Context: an optimization exercise on an open-source flow, tuned for small area, a short achievable clock period and few clock cycles. The choices shown serve that exercise and are no tape-out recipe.
At most, simulation tests tie the RTL to the original design; equivalence was not proved.
Power figures rest on the tool's default switching activity, not on a simulated workload.

v3:
// pcap_stream_deframer_core
module pcap_stream_deframer_core
#(
    parameter int unsigned OUT_DEPTH = psdf_pkg::OUT_DEPTH_DEFAULT
)
(
    input  logic             clk,
    input  logic             rst_n,
    input  logic             s_tvalid,
    output logic             s_tready,
    input  logic [7:0]       s_tdata,    
    input  logic             s_tuser,    
    input  logic             s_tlast,    
    output logic             m_tvalid,
    input  logic             m_tready,
    output logic [159:0]     m_tdata,
    output logic [2:0]       m_tuser,    
    output logic             m_tlast,    
    input  logic             cfg_valid,
    output logic             cfg_ready,
    input  logic [psdf_pkg::CAP_W-1:0] cfg_data    
);
Settings: LEC_CHECK=0, CAP_MARGIN=20, CORE_MARGIN=2, CORE_UTILIZATION=40, CTS_CLUSTER_DIAMETER=80, CTS_CLUSTER_SIZE=30, PLACE_DENSITY=0.8, SETUP_SLACK_MARGIN=3.2, SLEW_MARGIN=20, TNS_END_PERCENT=100; clock period 5.5 ns.
standard.sh (not shown) runs the stock make flow with config.mk's settings and CLKGATE_MAP_FILE= SYNTH_SCRIPT=/design/flow/synth_recipe.tcl, a recipe that flattens the netlist after the stock synthesis.
==> flow/flow/run.sh <==
#!/bin/bash
# The standard layout (standard.sh: the standard flow's synthesis and ORFS flow, with
# config.mk's settings), with one change: the port buffers that ORFS puts
# on every input and output are buf_2 cells instead of the cell buffer_ports
# picks by itself.
set -euo pipefail
export BUFFER_PORTS_ARGS="-buffer_cell sky130_fd_sc_hd__buf_2"
bash standard.sh > standard_flow.log 2>&1
v3 reached the end of the flow, and the finished layout is clean on the timing, DRC and antenna checks.
Testbench counts of v3, summed over its fixed seeds: cycles 241,439.
Inputs modified between v3 and v11:
Settings: PLACE_DENSITY: 0.8 -> unset; CORE_UTILIZATION: 40 -> 60; CTS_CLUSTER_DIAMETER: 80 -> unset; CTS_CLUSTER_SIZE: 30 -> unset.
### Flow results
- Going from v3 to v11, post-route cell area climbed about 2%; arrival time of data at the critical path endpoint barely changed; area growth from synthesis to final layout climbed 2.4 points; number of clock sinks barely changed.
- Re number of fillers in the final layout: v11 and v3 aren't equal, and the lower value belongs to v11.
- Global-route usage: v11 vs v3 up 8.0 points
- The via count of v11 was inferior to that of v3.
- Re post-route minimum period: v3 was lower than v11.
- Between v3 and v11, global-route track usage on met1 increased.
- Worst slack at placement (higher): v11
- v11 gives more leakage power than v3 did.
Changes in v51 relative to v11:
Settings: setting CTS_CLUSTER_DIAMETER to 70 for the first time; changing CORE_UTILIZATION from 60 to 40; setting CTS_CLUSTER_SIZE to 25 for the first time.
==> comparison <==
All of v51 and v11 finish clean.
In v51, number of buffers inserted to repair setup after CTS is higher than in v11.
Comparing v51 with v11, the non-clock inverter total of the final layout came out essentially unchanged.
Die: v51 bigger than v11
Growth of design area from synthesis to finish, v51 and v11, higher one = v11.
Lower clock buffer instance count of the final layout was reported by v51, not v11.
Inputs modified between v51 and v49:
Settings: a deleted CTS_CLUSTER_DIAMETER that had been 70; a deleted CTS_CLUSTER_SIZE that had been 25.
## What came out
Total leakage power is lower on v51. Against v51, final standard cell area without fillers in v49 rose by a few percent. Between v51 and v49, the flow reports first-pass GRT wire length increasing slightly. The setup slack of v49 is smaller than that of v51. As far as register-to-register slack is concerned, v51 and v49 perform about the same. [compare] base=v51 new=v49: post-route core utilization climbed 1.2 points; total wire length climbed 0.64%; final worst hold slack dropped 0.010 ns. Re non-clock buffer count: v49 and v51 aren't equal, and the lower value belongs to v49. v49 ended with more power than v51.

Another version of the RTL of pcap_stream_deframer_core (not shown whole).
Size in the first run: ~1000 cells after synthesis, ~200 I/O pins.
==> flow/design.v (excerpt) <==
module pcap_stream_deframer_core
#(
    parameter int unsigned OUT_DEPTH = psdf_pkg::OUT_DEPTH_DEFAULT
)
(
    input  logic             clk,
    input  logic             rst_n,
    input  logic             s_tvalid,
    output logic             s_tready,
    input  logic [7:0]       s_tdata,    
    input  logic             s_tuser,    
    input  logic             s_tlast,    
    output logic             m_tvalid,
    input  logic             m_tready,
    output logic [159:0]     m_tdata,
    output logic [2:0]       m_tuser,    
    output logic             m_tlast,    
    input  logic             cfg_valid,
    output logic             cfg_ready,
    input  logic [psdf_pkg::CAP_W-1:0] cfg_data    
);
    localparam logic [1:0] PH_FILE = 2'd0;
    localparam logic [1:0] PH_REC  = 2'd1;
    localparam logic [1:0] PH_DATA = 2'd2;
    localparam logic [1:0] PH_STOP = 2'd3;
    logic        in_v, sk_v, rdy;
    logic [7:0]  in_b, sk_b;
    logic        in_bv, sk_bv;
    logic        in_eos, sk_eos;
    logic        o_v;
    logic        o_pay;      
    logic        o_stat;     
    logic [3:0]  o_st;
    logic        o_lip;
    logic        o_loi;
    logic [1:0]  ph;
    logic [4:0]  idx;
    logic [1:0]  err;
    logic        nano;
    logic        gt;
    logic        hinz;
    logic        over_lim;   
    logic        rem_zero;   
    logic [18:0] rem;
    logic [18:0] cl;
    logic [18:0] lim;
    logic [31:0] snap;
    logic [31:0] cnt;
    logic [95:0] sr;
    logic [7:0]  pb;
    logic acc, go, pop, bstep;
    assign s_tready  = rdy;
    assign cfg_ready = 1'b1;
    assign m_tvalid  = o_v;
    assign acc   = s_tvalid && rdy;
    assign go    = in_v && (!o_v || m_tready);
    assign bstep = go && in_bv;
    assign pop   = go && !(in_bv && in_eos);
    logic        fh_ok;
    logic [1:0]  fh_code;
  ...
==> flow/config.mk <==
export PLATFORM = sky130hd
export DESIGN_NAME = pcap_stream_deframer_core
export DESIGN_NICKNAME = pcap_stream_deframer_core
export VERILOG_FILES = /design/flow/design.v
export SDC_FILE = /design/flow/constraint.sdc
export NUM_CORES = 4
export LEC_CHECK = 0
export CAP_MARGIN = 20
export CORE_MARGIN = 2
export CORE_UTILIZATION = 40
export SETUP_SLACK_MARGIN = 3.0
export SLEW_MARGIN = 20
==> flow/constraint.sdc <==
create_clock -name core_clock -period 5.5 [get_ports {clk}]
set_input_delay 1.1000 -clock core_clock [delete_from_list [all_inputs] [get_ports {clk}]]
set_output_delay 1.1000 -clock core_clock [all_outputs]
set_load 0.01 [all_outputs]
run.sh (not shown) runs the stock make flow with config.mk's settings and CLKGATE_MAP_FILE= SYNTH_SCRIPT=/design/flow/synth_recipe.tcl, a recipe that flattens the netlist after the stock synthesis.
Stock flow here: none of the scripts above is used.
The starting point completed without violations.
Change:
==> flow/flow/run.sh (new file) <==
#!/bin/bash
# The standard layout (standard.sh: the standard flow's synthesis and ORFS flow, with
# config.mk's settings), with one change: the port buffers that ORFS puts
# on every input and output are buf_2 cells instead of the cell buffer_ports
# picks by itself.
set -euo pipefail
export BUFFER_PORTS_ARGS="-buffer_cell sky130_fd_sc_hd__buf_2"
bash standard.sh > standard_flow.log 2>&1
==> flow/standard.sh (new file) <==
#!/bin/bash
# synth_recipe.tcl (not shown) runs the flow's synth.tcl, then flattens the netlist and writes it again
# the make line also repeats each setting of config.mk as NAME=value (left out here)
make -C /OpenROAD-flow-scripts/flow DESIGN_CONFIG=/design/flow/config.mk WORK_HOME=/design/flow/orfs CLKGATE_MAP_FILE= SYNTH_SCRIPT=/design/flow/synth_recipe.tcl "${@:-finish}"
CTS_BUF_LIST = sky130_fd_sc_hd__clkbuf_4 sky130_fd_sc_hd__clkbuf_8   (was unset)
CTS_CLUSTER_DIAMETER = 60   (was unset)
CTS_CLUSTER_SIZE = 30   (was unset)
TNS_END_PERCENT = 10   (was unset)
removed: flow/run.sh
What happened:
- The new run completed without violations
- setup slack is worse by 0.12 ns
- cell area fell by 8.7%
- clock-buffer cell count fell by 14
- combinational power fell by 14%
- die area is unchanged
- synthesized cell count stays the same
- total power fell by 15%
Change:
CTS_BUF_LIST = unset   (was sky130_fd_sc_hd__clkbuf_4 sky130_fd_sc_hd__clkbuf_8)
CTS_CLUSTER_DIAMETER = unset   (was 60)
CTS_CLUSTER_SIZE = unset   (was 30)
- The new run passed the timing, DRC and antenna checks
- clock-buffer cell count grows by 23
- hold slack loses 0.013 ns
- clock skew shrinks by 0.0094 ns
- synthesized area stays the same
- total power grows by 18%
- worst setup slack gains 0.040 ns
- cell area grows by 2.4%
- maximum frequency grows by 1.3%
- wire length shrinks by 1.2%
- die area does not change
- via count hardly moves
Function was not checked in any run of this note: the RTL went through the layout flow alone.

run A:
The RTL this note starts from:
==> flow/design.v <==
package psdf_pkg;
    localparam int unsigned CAP_W             = 19;
    localparam int unsigned OUT_DEPTH_DEFAULT = 1;
    localparam logic [CAP_W-1:0] MAX_CAP_RESET = 19'd65535;
endpackage
module pcap_stream_deframer_core
#(
    parameter int unsigned OUT_DEPTH = psdf_pkg::OUT_DEPTH_DEFAULT
)
(
    input  logic             clk,
    input  logic             rst_n,
    input  logic             s_tvalid,
    output logic             s_tready,
    input  logic [7:0]       s_tdata,    
    input  logic             s_tuser,    
    input  logic             s_tlast,    
    output logic             m_tvalid,
    input  logic             m_tready,
    output logic [159:0]     m_tdata,
    output logic [2:0]       m_tuser,    
    output logic             m_tlast,    
    input  logic             cfg_valid,
    output logic             cfg_ready,
    input  logic [psdf_pkg::CAP_W-1:0] cfg_data    
);
    localparam logic [1:0] PH_FILE = 2'd0;
    localparam logic [1:0] PH_REC  = 2'd1;
    localparam logic [1:0] PH_DATA = 2'd2;
    localparam logic [1:0] PH_STOP = 2'd3;
    logic        in_v, sk_v;
    logic [7:0]  in_b, sk_b;
    logic        in_bv, sk_bv;
    logic        in_eos, sk_eos;
    logic        o_v;
    logic [1:0]  o_kind;
    logic [3:0]  o_st;
    logic        o_lip;
    logic        o_loi;
    logic [1:0]  ph;
    logic [4:0]  idx;
    logic [1:0]  err;
    logic        nano;
    logic        gt;
    logic        hinz;
    logic [18:0] rem;
    logic [18:0] lim;
    logic [31:0] snap;
    logic [31:0] cnt;
    logic [95:0] sr;
    logic acc, go, pop, bstep, estep;
    assign s_tready  = !sk_v;
    assign cfg_ready = 1'b1;
    assign m_tvalid  = o_v;
    assign acc   = s_tvalid && !sk_v;
    assign go    = in_v && (!o_v || m_tready);
    assign bstep = go && in_bv;
    assign estep = go && !in_bv && in_eos;
    assign pop   = go && !(in_bv && in_eos);
    logic        fh_ok;
    logic [1:0]  fh_code;
    logic [1:0]  err_n;
    logic        rec_last;
    logic        over_lim;
    logic [3:0]  rec_st;
    logic        rem_one;
    logic        res;
    logic [1:0]  res_kind;
    logic [3:0]  res_st;
    logic        res_lip;
    logic        res_loi;
    logic [1:0]  ph_n;
    logic [4:0]  idx_n;
    logic        cnt_inc;
    logic        sr_en;
    logic        snap_en;
    logic        nano_n;
    always_comb
    begin
        case (idx)
            5'd0:    fh_ok = (in_b == 8'hd4) || (in_b == 8'h4d);
            5'd1:    fh_ok = in_b == (nano ? 8'h3c : 8'hc3);
            5'd2:    fh_ok = in_b == 8'hb2;
            5'd3:    fh_ok = in_b == 8'ha1;
            5'd4:    fh_ok = in_b == 8'h02;
            5'd5:    fh_ok = in_b == 8'h00;
            5'd6:    fh_ok = in_b == 8'h04;
            5'd7:    fh_ok = in_b == 8'h00;
            5'd20:   fh_ok = in_b == 8'h01;
            5'd21:   fh_ok = in_b == 8'h00;
            5'd22:   fh_ok = in_b == 8'h00;
            5'd23:   fh_ok = in_b[1:0] == 2'b00;
            default: fh_ok = 1'b1;
        endcase
        fh_code = idx[4] ? 2'd3 : (idx[2] ? 2'd2 : 2'd1);
        err_n   = (err == 2'd0 && !fh_ok) ? fh_code : err;
        over_lim = hinz || (rem > lim);
        rec_st   = gt ? 4'd4 : (over_lim ? 4'd5 : 4'd0);
        rec_last = idx[3:0] == 4'd15;
        rem_one  = rem == 19'd1;
        res      = 1'b0;
        res_kind = 2'd2;
        res_st   = 4'd0;
        res_lip  = 1'b0;
        res_loi  = 1'b1;
        ph_n     = ph;
        idx_n    = idx;
        cnt_inc  = 1'b0;
        sr_en    = 1'b0;
        snap_en  = 1'b0;
        nano_n   = nano;
        if (in_bv)
        begin
            case (ph)
                PH_FILE:
                begin
                    snap_en = idx[4:2] == 3'b100;
                    if (idx == 5'd0)
                        nano_n = in_b == 8'h4d;
                    else if (idx[4:2] == 3'b000 && !fh_ok)
                        nano_n = 1'b0;
                    if (idx == 5'd23)
                    begin
                        idx_n = 5'd0;
                        if (err_n != 2'd0)
                        begin
                            res    = 1'b1;
                            res_st = {2'b00, err_n};
                            ph_n   = PH_STOP;
                        end
                        else
                            ph_n = PH_REC;
                    end
                    else
                        idx_n = idx + 5'd1;
                end
                PH_REC:
                begin
                    sr_en   = idx[3:2] != 2'b10;
                    snap_en = idx[3:2] == 2'b10;
                    if (rec_last)
                    begin
                        idx_n = 5'd0;
                        res   = 1'b1;
                        if (rec_st != 4'd0)
                        begin
                            res_st = rec_st;
                            ph_n   = PH_STOP;
                        end
                        else
                        begin
                            res_kind = 2'd0;
                            res_loi  = !in_eos;
                            if (rem == 19'd0)
                            begin
                                res_lip = 1'b1;
                                cnt_inc = 1'b1;
                            end
                            else
                                ph_n = PH_DATA;
                        end
                    end
                    else
                        idx_n = idx + 5'd1;
                end
                PH_DATA:
                begin
                    sr_en    = 1'b1;
                    res      = 1'b1;
                    res_kind = 2'd1;
                    res_loi  = !in_eos;
                    if (rem_one)
                    begin
                        res_lip = 1'b1;
                        cnt_inc = 1'b1;
                        ph_n    = PH_REC;
                    end
                end
                default:
                begin
                end
            endcase
        end
        else if (in_eos && ph != PH_STOP)
        begin
            res  = 1'b1;
            ph_n = PH_STOP;
            case (ph)
                PH_FILE:
                begin
                    res_st = 4'd6;
                    nano_n = 1'b0;
                end
                PH_REC:  res_st = (idx != 5'd0) ? 4'd7 : 4'd9;
                default: res_st = 4'd8;
            endcase
        end
    end
    always_ff @(posedge clk or negedge rst_n)
    begin
        if (!rst_n)
        begin
            in_v <= 1'b0;
            sk_v <= 1'b0;
            o_v  <= 1'b0;
            ph   <= PH_FILE;
            idx  <= 5'd0;
            err  <= 2'd0;
            nano <= 1'b0;
            cnt  <= 32'd0;
            lim  <= psdf_pkg::MAX_CAP_RESET;
        end
        else
        begin
            if (pop)
            begin
                in_v <= sk_v || acc;
                sk_v <= 1'b0;
            end
            else if (acc)
            begin
                if (in_v)
                    sk_v <= 1'b1;
                else
                    in_v <= 1'b1;
            end
            if (go)
                o_v <= res;
            else if (m_tready)
                o_v <= 1'b0;
            if (go)
            begin
                ph   <= ph_n;
                idx  <= idx_n;
                nano <= nano_n;
                if (ph == PH_FILE && in_bv)
                    err <= err_n;
                if (cnt_inc)
                    cnt <= cnt + 32'd1;
            end
            if (cfg_valid)
                lim <= cfg_data;
        end
    end
    always_ff @(posedge clk)
    begin
        if (pop)
        begin
            if (sk_v)
            begin
                in_b   <= sk_b;
                in_bv  <= sk_bv;
                in_eos <= sk_eos;
            end
            else
            begin
                in_b   <= s_tdata;
                in_bv  <= s_tuser;
                in_eos <= s_tlast;
            end
        end
        else
        begin
            if (go)
                in_bv <= 1'b0;
            if (acc && !in_v)
            begin
                in_b   <= s_tdata;
                in_bv  <= s_tuser;
                in_eos <= s_tlast;
            end
        end
        if (acc && in_v && !pop)
        begin
            sk_b   <= s_tdata;
            sk_bv  <= s_tuser;
            sk_eos <= s_tlast;
        end
        if (go)
        begin
            o_kind <= res_kind;
            o_st   <= res_st;
            o_lip  <= res_lip;
            o_loi  <= res_loi;
        end
        if (bstep && sr_en)
            sr <= {in_b, sr[95:8]};
        if (bstep && snap_en)
            snap <= {(ph == PH_FILE) ? in_b : snap[7:0], snap[31:8]};
        if (bstep && ph == PH_REC && idx[3:2] == 2'b10)
        begin
            gt <= (in_b > snap[7:0]) || (in_b == snap[7:0] && gt && idx[1:0] != 2'd0);
            case (idx[1:0])
                2'd0: rem[7:0]   <= in_b;
                2'd1: rem[15:8]  <= in_b;
                2'd2:
                begin
                    rem[18:16] <= in_b[2:0];
                    hinz       <= in_b[7:3] != 5'd0;
                end
                default: hinz <= hinz || (in_b != 8'd0);
            endcase
        end
        if (bstep && ph == PH_DATA)
            rem <= rem - 19'd1;
    end
    logic is_hdr, is_pay;
    assign is_hdr = o_kind == 2'd0;
    assign is_pay = o_kind == 2'd1;
    assign m_tdata = {cnt,
                      o_st,
                      rem & {19{is_hdr}},
                      sr[95:64] & {32{is_hdr}},
                      nano,
                      sr[63:32] & {32{is_hdr}},
                      sr[31:0] & {32{is_hdr}},
                      sr[95:88] & {8{is_pay}}};
    assign m_tuser = {o_loi, o_kind};
    assign m_tlast = o_lip;
endmodule
clock: 5.5 ns
lec_check: 0
abc_clock_period_in_ps: 2300
cap_margin: 20
core_margin: 2
core_utilization: 40
setup_slack_margin: 3.2
slew_margin: 20
Stock flow here: none of the scripts above is used.
Testbench counts of run A, summed over its fixed seeds: cycles 241,439.
[inputs] run B vs run A
- SETUP_SLACK_MARGIN removed (was 3.2)
- ABC_CLOCK_PERIOD_IN_PS removed (was 2300)
==> comparison <==
- Run A -> run B: total die area delta 0, exact match
- Global-route wire length before repair, run A and run B: smaller value in run B
- Summary of run B over run A: routed wire length per instance lost about 10%, routed wire length lost 6.4 mm, total met3 wirelength after detailed routing lost about 12%, met2 demand-to-capacity share in global routing lost 6.9 points.
Edits applied to the flow inputs when going from run B to run C:
- setting SETUP_SLACK_MARGIN to 2.5 for the first time
Results
For run B, the timing endpoint of the critical path was m_tdata[57], unlike run C, where it was m_tdata[26].
Run C against run B: global placer's final weighted congestion rose 0.49%; area of placed instances about even; sequential share of layout area fell 4.4 points; post-layout minimum cycle time fell 0.82 ns.
Compared with run B, in run C number of cells on the worst reg-to-reg path went down by 1; maximum frequency picked up an extra about 25%.
After detailed routing, run B needs less wire than run C.
Compared with run B, run C shows a higher post-route met1 wirelength.
Against run B, post-route total power in run C rose slightly.
On tightest hold margin, run B tracks run C almost exactly.

==> afterwards: timing with drivers on the ports <==
How much do the figures lean on ideal ports? The routed layouts below were timed once more, with nothing changed but the port constraints.
Step 1, drivers: a clkbuf_16 drives clk and a buf_2 each remaining input, both assumed.
Step 2 also shifts input and output timing later by t, the mid clock arrival at the registers, as if the neighbouring blocks saw the same clock.
Three values: no drivers, after step 1, after step 2; two values: the first two.
| run | shift t [ns] | setup WS [ns] | worst hold slack (ns) |
|---|---|---|---|
| v3 | 0.542 | 3.235 / 3.185 / 2.737 | 0.428 / 0.428 / 0.428 |
| v11 | 0.571 | 3.218 / 3.173 / 2.735 | 0.418 / 0.418 / 0.418 |
| v51 | 0.552 | 3.239 / 3.189 / 2.728 | 0.425 / 0.425 / 0.425 |
| v49 | 0.584 | 3.234 / 3.183 / 2.710 | 0.415 / 0.415 / 0.415 |
| the first run of note 2 | 0.595 | 2.568 / 2.568 / 2.066 | 0.417 / 0.417 / 0.417 |
| the second run of note 2 | 0.621 | 2.452 / 2.452 / 1.984 | 0.422 / 0.422 / 0.422 |
| the third run of note 2 | 0.605 | 2.492 / 2.492 / 2.042 | 0.410 / 0.410 / 0.410 |
| run A | 0.581 | 2.327 / 2.276 / 2.338 | 0.413 / 0.413 / 0.413 |
| run B | 0.571 | 1.477 / 1.429 / 1.734 | 0.415 / 0.415 / 0.415 |
| run C | 0.577 | 2.292 / 2.242 / 2.060 | 0.416 / 0.416 / 0.416 |
After both steps every run listed still meets setup and hold. For v49, which loses most, drivers alone change the setup slack by -0.051 ns; drivers and shift together by -0.524 ns.
